Source: an optimization exercise on an open RTL-to-GDS flow (aim: small area). Production flows keep margins and buffers that such runs may drop.
Only simulation tests tie the RTL to the original design; equivalence was not proved.
No driver is modelled on the clock port, so clocking that relies on it looks cheaper here than on a real chip.
No activity file was given, so power comes from the tool's default toggle rates.

== build 94 ==
// decode
module decode (
    input  logic        clk,
    input  logic        rstn,
    input  logic        inst_valid,
    input  logic [31:0] inst,
    input  logic [31:0] inst_pc,
    output logic        inst_ready,
    output logic        exec_enable,
    input  logic        exec_done,
    output logic [5:0]  exec_command,
    output logic [5:0]  alu_command,
    output logic [15:0] offset,
    output logic [31:0] pc,
    output logic [31:0] addr,
    output logic [31:0] rs,
    output logic [31:0] rt,
    output logic [4:0]  sh,
    output logic [4:0]  rd,
    output logic [4:0]  rs_no,
    output logic [4:0]  rt_no,
    output logic        fmode1,
    output logic        fmode2,
    input  logic        wb_en,
    input  logic        wb_fp,
    input  logic [4:0]  wb_rd,
    input  logic [31:0] wb_data
);
Settings: LEC_CHECK=0, CAP_MARGIN=20, CORE_MARGIN=2, CORE_UTILIZATION=70, CTS_CLUSTER_DIAMETER=80, CTS_CLUSTER_SIZE=25, PLACE_DENSITY=0.75, SLEW_MARGIN=20, SYNTH_HIERARCHICAL=1; clock period 10.0 ns.
standard.sh (not shown) runs the stock make flow with config.mk's settings and CLKGATE_MAP_FILE= SYNTH_SCRIPT=/design/flow/synth_recipe.tcl, a recipe that flattens the netlist after the stock synthesis.
==> flow/flow/run.sh <==
#!/bin/bash
# Standard layout with these changes: the port buffers are the smallest
# buffer (sky130_fd_sc_hd__buf_1); after clock tree synthesis an area
# recovery pass (flow/downsize.tcl) moves non-clock combinational cells to
# smaller drive strengths where no slew/cap/fanout or timing limit is hit;
# the repair in global routing uses wider margins (flow/grt_margins.tcl).
set -euo pipefail
here=$(pwd)
bash standard.sh "BUFFER_PORTS_ARGS=-buffer_cell sky130_fd_sc_hd__buf_1" \
  "POST_CTS_TCL=$here/flow/downsize.tcl" \
  "PRE_GLOBAL_ROUTE_TCL=$here/flow/grt_margins.tcl" finish > standard_flow.log 2>&1
==> flow/flow/downsize.tcl <==
# Area recovery: try each combinational cell (not on the clock network) in
# the next smaller drive strength of the same cell family (a buffer in any
# smaller plain buffer), and keep the
# smaller one only if no max-slew (with 20% margin), max-capacitance or
# max-fanout violation appears and the worst setup slack does not drop
# (by more than 20 ps).
set ::ds_bufs {sky130_fd_sc_hd__buf_1 sky130_fd_sc_hd__buf_2 sky130_fd_sc_hd__buf_4 sky130_fd_sc_hd__buf_6 sky130_fd_sc_hd__buf_8}
proc ds_cell_area {name} {
  set m [[ord::get_db] findMaster $name]
  return [expr {[$m getWidth] * [$m getHeight]}]
}
proc ds_smaller {name} {
  # Buffers may also become a smaller plain buffer of another family.
  if {[regexp {^sky130_fd_sc_hd__(buf|clkbuf|clkdlybuf4s[0-9]+|dlygate4sd[0-9]|dlymetal6s[0-9]s)_[0-9]+$} $name]} {
    set a [ds_cell_area $name]
    set out {}
    foreach b $::ds_bufs {
      set ba [ds_cell_area $b]
      if {$ba < $a} { lappend out [list $ba $b] }
    }
    return [lmap x [lsort -real -index 0 -decreasing $out] {lindex $x 1}]
  }
  if {![regexp {^(sky130_fd_sc_hd__[a-z0-9]+)_([0-9]+)$} $name -> base n]} { return {} }
  set out {}
  foreach m [get_lib_cells ${base}_*] {
    set mn [get_name $m]
    if {[regexp {_([0-9]+)$} $mn -> k] && $k < $n && ![catch {get_property $m dont_use} du] && !$du} { lappend out [list $k $mn] }
  }
  return [lmap x [lsort -integer -index 0 -decreasing $out] {lindex $x 1}]
}
proc ds_area {} {
  set a 0.0
  foreach inst [[ord::get_db_block] getInsts] {
    set m [$inst getMaster]
    if {[$m getType] eq "CORE"} { set a [expr {$a + [$m getWidth] * [$m getHeight]}] }
  }
  return [expr {$a / 1e6}]
}
set ds_before [ds_area]
set_max_transition [expr {0.8 * 1.5}] [current_design]
set ds_slew0 [sta::max_slew_violation_count]
set ds_cap0 [sta::max_capacitance_violation_count]
set ds_fan0 [sta::max_fanout_violation_count]
set ds_wns0 [expr {[sta::worst_slack_cmd max] - 20e-12}]
puts "downsize: start area $ds_before, violations slew $ds_slew0 cap $ds_cap0 fanout $ds_fan0, wns [sta::worst_slack_cmd max]"
set ds_n 0
foreach inst [[ord::get_db_block] getInsts] {
  set m [$inst getMaster]
  if {[$m getType] ne "CORE" || [$inst isDoNotTouch]} continue
  set mname [$m getName]
  if {[regexp {__(df|edf|sdf|sedf|dlx|dlr|dlclkp|sdlclkp|tap|fill|conb|diode)} $mname]} continue
  set skip 0
  foreach it [$inst getITerms] {
    set n [$it getNet]
    if {$n ne "NULL" && [$n getSigType] eq "CLOCK"} { set skip 1 }
  }
  if {$skip} continue
  set iname [$inst getName]
  set sinst [get_cells $iname]
  foreach c [ds_smaller $mname] {
    replace_cell $sinst $c
    if {[sta::max_slew_violation_count] > $ds_slew0 || [sta::max_capacitance_violation_count] > $ds_cap0 \
        || [sta::max_fanout_violation_count] > $ds_fan0 || [sta::worst_slack_cmd max] < $ds_wns0} {
      replace_cell $sinst $mname
      break
    }
    set mname $c
    incr ds_n
  }
}
set_max_transition 1.5 [current_design]
puts "downsize: $ds_n swaps, area [ds_area] (was $ds_before), wns [sta::worst_slack_cmd max]"
==> flow/flow/grt_margins.tcl <==
# Repair design in global routing with wider slew/capacitance margins than
# the earlier stages, to leave room for the difference between global-route
# estimates and the extracted parasitics of the final layout.
set ::env(CAP_MARGIN) 28
set ::env(SLEW_MARGIN) 28
Build 94 has completed all stages; timing, DRC and antenna checks passed.
### build 94 -> build 66
diff --git a/flow/flow/downsize.tcl b/flow/flow/downsize.tcl
--- a/flow/flow/downsize.tcl
+++ b/flow/flow/downsize.tcl
@@ -5,5 +5,5 @@
 # max-fanout violation appears and the worst setup slack does not drop
 # (by more than 20 ps).
-set ::ds_bufs {sky130_fd_sc_hd__buf_1 sky130_fd_sc_hd__buf_2 sky130_fd_sc_hd__buf_4 sky130_fd_sc_hd__buf_6 sky130_fd_sc_hd__buf_8}
+set ds_bufs {sky130_fd_sc_hd__buf_1 sky130_fd_sc_hd__buf_2 sky130_fd_sc_hd__buf_4 sky130_fd_sc_hd__buf_6 sky130_fd_sc_hd__buf_8}
 proc ds_cell_area {name} {
   set m [[ord::get_db] findMaster $name]
## What came out
- Build 66 did not finish; a tool error ended it in 4_1_cts.
- Build 94 was carried through to the last stage, and its layout satisfied the timing, DRC and antenna checks.
- Changes observed in build 66 relative to build 94: xor/xnor share of the synthesized area level, number of cells after detailed placement has remained practically unchanged, synthesized cell count saw little to no change, post-synthesis instance area shows no meaningful change.
- Re area after detailed placement: no difference whatsoever between build 66 and build 94.
- From build 94 to build 66, multiplexer share of the synthesized area did not move at all.
- Diff build 94..build 66 | count of flip-flops with a built-in enable after synthesis | unchanged
> inputs changed (build 66 -> build 44)
Settings: a change of CTS_CLUSTER_DIAMETER from 80 to 100.
diff --git a/flow/flow/downsize.tcl b/flow/flow/downsize.tcl
--- a/flow/flow/downsize.tcl
+++ b/flow/flow/downsize.tcl
@@ -1,24 +1,8 @@
 # Area recovery: try each combinational cell (not on the clock network) in
-# the next smaller drive strength of the same cell family (a buffer in any
-# smaller plain buffer), and keep the
+# the next smaller drive strength of the same cell family, and keep the
 # smaller one only if no max-slew (with 20% margin), max-capacitance or
 # max-fanout violation appears and the worst setup slack does not drop
 # (by more than 20 ps).
-set ds_bufs {sky130_fd_sc_hd__buf_1 sky130_fd_sc_hd__buf_2 sky130_fd_sc_hd__buf_4 sky130_fd_sc_hd__buf_6 sky130_fd_sc_hd__buf_8}
-proc ds_cell_area {name} {
-  set m [[ord::get_db] findMaster $name]
-  return [expr {[$m getWidth] * [$m getHeight]}]
-}
 proc ds_smaller {name} {
-  # Buffers may also become a smaller plain buffer of another family.
-  if {[regexp {^sky130_fd_sc_hd__(buf|clkbuf|clkdlybuf4s[0-9]+|dlygate4sd[0-9]|dlymetal6s[0-9]s)_[0-9]+$} $name]} {
-    set a [ds_cell_area $name]
-    set out {}
-    foreach b $::ds_bufs {
-      set ba [ds_cell_area $b]
-      if {$ba < $a} { lappend out [list $ba $b] }
-    }
-    return [lmap x [lsort -real -index 0 -decreasing $out] {lindex $x 1}]
-  }
   if {![regexp {^(sky130_fd_sc_hd__[a-z0-9]+)_([0-9]+)$} $name -> base n]} { return {} }
   set out {}
@@ -49,5 +33,5 @@
   if {[$m getType] ne "CORE" || [$inst isDoNotTouch]} continue
   set mname [$m getName]
-  if {[regexp {__(df|edf|sdf|sedf|dlx|dlr|dlclkp|sdlclkp|tap|fill|conb|diode)} $mname]} continue
+  if {[regexp {df|dl|clk|tap|fill|conb|diode} $mname]} continue
   set skip 0
   foreach it [$inst getITerms] {
Notes after the runs:
Looking at the reports, build 44 completed the entire flow and the layout it produced met the timing, DRC and antenna checks.
Synthesized netlist cell count: build 66 vs build 44 identical
Die span in y: build 66 vs build 44 identical
Reported for build 66 and build 44, fraction of the mapped netlist area in compound gates turned out identical to the last digit.
As far as area after synthesis goes, build 44 and build 66 are indistinguishable; the numbers are identical.
Reported for build 66 and build 44, worst slack after detailed placement turned out identical to the last digit.
Relative to build 44, the following input files were edited for build 26:
Settings: CTS_CLUSTER_DIAMETER: 100 -> 80.
diff --git a/flow/flow/downsize.tcl b/flow/flow/downsize.tcl
--- a/flow/flow/downsize.tcl
+++ b/flow/flow/downsize.tcl
@@ -2,6 +2,5 @@
 # the next smaller drive strength of the same cell family, and keep the
 # smaller one only if no max-slew (with 20% margin), max-capacitance or
-# max-fanout violation appears and the worst setup slack does not drop
-# (by more than 20 ps).
+# max-fanout violation appears and the worst setup slack stays above 1 ns.
 proc ds_smaller {name} {
   if {![regexp {^(sky130_fd_sc_hd__[a-z0-9]+)_([0-9]+)$} $name -> base n]} { return {} }
@@ -26,5 +25,4 @@
 set ds_cap0 [sta::max_capacitance_violation_count]
 set ds_fan0 [sta::max_fanout_violation_count]
-set ds_wns0 [expr {[sta::worst_slack_cmd max] - 20e-12}]
 puts "downsize: start area $ds_before, violations slew $ds_slew0 cap $ds_cap0 fanout $ds_fan0, wns [sta::worst_slack_cmd max]"
 set ds_n 0
@@ -45,5 +43,5 @@
     replace_cell $sinst $c
     if {[sta::max_slew_violation_count] > $ds_slew0 || [sta::max_capacitance_violation_count] > $ds_cap0 \
-        || [sta::max_fanout_violation_count] > $ds_fan0 || [sta::worst_slack_cmd max] < $ds_wns0} {
+        || [sta::max_fanout_violation_count] > $ds_fan0 || [sta::worst_slack_cmd max] < 1.0e-9} {
       replace_cell $sinst $mname
       break
[summary]
Build 26 | status: complete | timing, DRC, antenna: pass
Comparing build 26 with build 44, the share of the core filled with cells came out essentially unchanged.
Compared with build 44, in build 26 worst hold slack was more or less identical, first-iteration detailed-routing DRC count shrank by 3.1%, via density per instance now sits at about the same level, number of clock-tree buffers in the layout climbed 4.5%.
## Diff of input files: build 30 against build 26
diff --git a/flow/flow/downsize.tcl b/flow/flow/downsize.tcl
--- a/flow/flow/downsize.tcl
+++ b/flow/flow/downsize.tcl
@@ -2,5 +2,6 @@
 # the next smaller drive strength of the same cell family, and keep the
 # smaller one only if no max-slew (with 20% margin), max-capacitance or
-# max-fanout violation appears and the worst setup slack stays above 1 ns.
+# max-fanout violation appears and the worst setup slack does not drop
+# (by more than 20 ps).
 proc ds_smaller {name} {
   if {![regexp {^(sky130_fd_sc_hd__[a-z0-9]+)_([0-9]+)$} $name -> base n]} { return {} }
@@ -25,4 +26,5 @@
 set ds_cap0 [sta::max_capacitance_violation_count]
 set ds_fan0 [sta::max_fanout_violation_count]
+set ds_wns0 [expr {[sta::worst_slack_cmd max] - 20e-12}]
 puts "downsize: start area $ds_before, violations slew $ds_slew0 cap $ds_cap0 fanout $ds_fan0, wns [sta::worst_slack_cmd max]"
 set ds_n 0
@@ -43,5 +45,5 @@
     replace_cell $sinst $c
     if {[sta::max_slew_violation_count] > $ds_slew0 || [sta::max_capacitance_violation_count] > $ds_cap0 \
-        || [sta::max_fanout_violation_count] > $ds_fan0 || [sta::worst_slack_cmd max] < 1.0e-9} {
+        || [sta::max_fanout_violation_count] > $ds_fan0 || [sta::worst_slack_cmd max] < $ds_wns0} {
       replace_cell $sinst $mname
       break
==> flow/flow/grt_margins.tcl <==
# Repair design in global routing with wider slew/capacitance margins than
# the earlier stages, to leave room for the difference between global-route
# estimates and the extracted parasitics of the final layout.
set ::env(CAP_MARGIN) 24
set ::env(SLEW_MARGIN) 24
Results
Build 26 has completed all stages; timing, DRC and antenna checks passed. Build 30 finished every stage and its layout cleared the timing, DRC and antenna checks. Comparing build 30 against build 26, there is no change at all in global-route usage. Compared with build 26, build 30 shows a higher fmax. Comparing build 30 with build 26, the vias per cell came out essentially unchanged. Core util | build 30 vs build 26 | build 30 lower. Design internal power across build 26 and build 30: no real change. Any difference in routed wire length between build 26 and build 30 is small enough to ignore. For share of total power in combinational logic, build 26 and build 30 come out practically identical. Build 30 -> build 26: via total after detailed routing flat. For sequential cell area share, build 26 and build 30 come out practically identical.

## port drivers added, routing unchanged
In the flow no input, the clock included, has a driving cell. The finished layouts below were timed again as built, in two steps. Step 1 assumes that a clkbuf_16 drives the clock port and a buf_2 every other input. Step 2 moves the port delays by t, midway between the first and last clock arrival at a register: inputs arrive t later, outputs are due t later. That takes back most of the time a late clock gives input paths. Three values: no drivers, after step 1, after step 2; two values: the first two.
| run | t, ns | slack for setup (ns) | latest minus earliest clock arrival (ns) | slew at the worst register clock pin (ns) | worst slew at a driven data input, ns |
|---|---|---|---|---|---|
| build 94 | 0.827 | 0.395 / 0.455 / -0.372 | 0.028 / 0.028 | 0.11 / 0.11 | 0.15 |
| build 44 | 0.817 | 0.439 / 0.454 / -0.363 | 0.032 / 0.032 | 0.11 / 0.11 | 0.16 |
| build 26 | 0.831 | 0.307 / 0.323 / -0.507 | 0.027 / 0.027 | 0.11 / 0.11 | 0.15 |
| build 30 | 0.828 | 0.374 / 0.406 / -0.422 | 0.026 / 0.026 | 0.11 / 0.11 | 0.14 |
With both steps, setup timing fails in every run listed, where it was met with ideal ports. The setup slack of build 26, which loses most, moves by +0.016 ns with the drivers and by -0.814 ns with both steps.
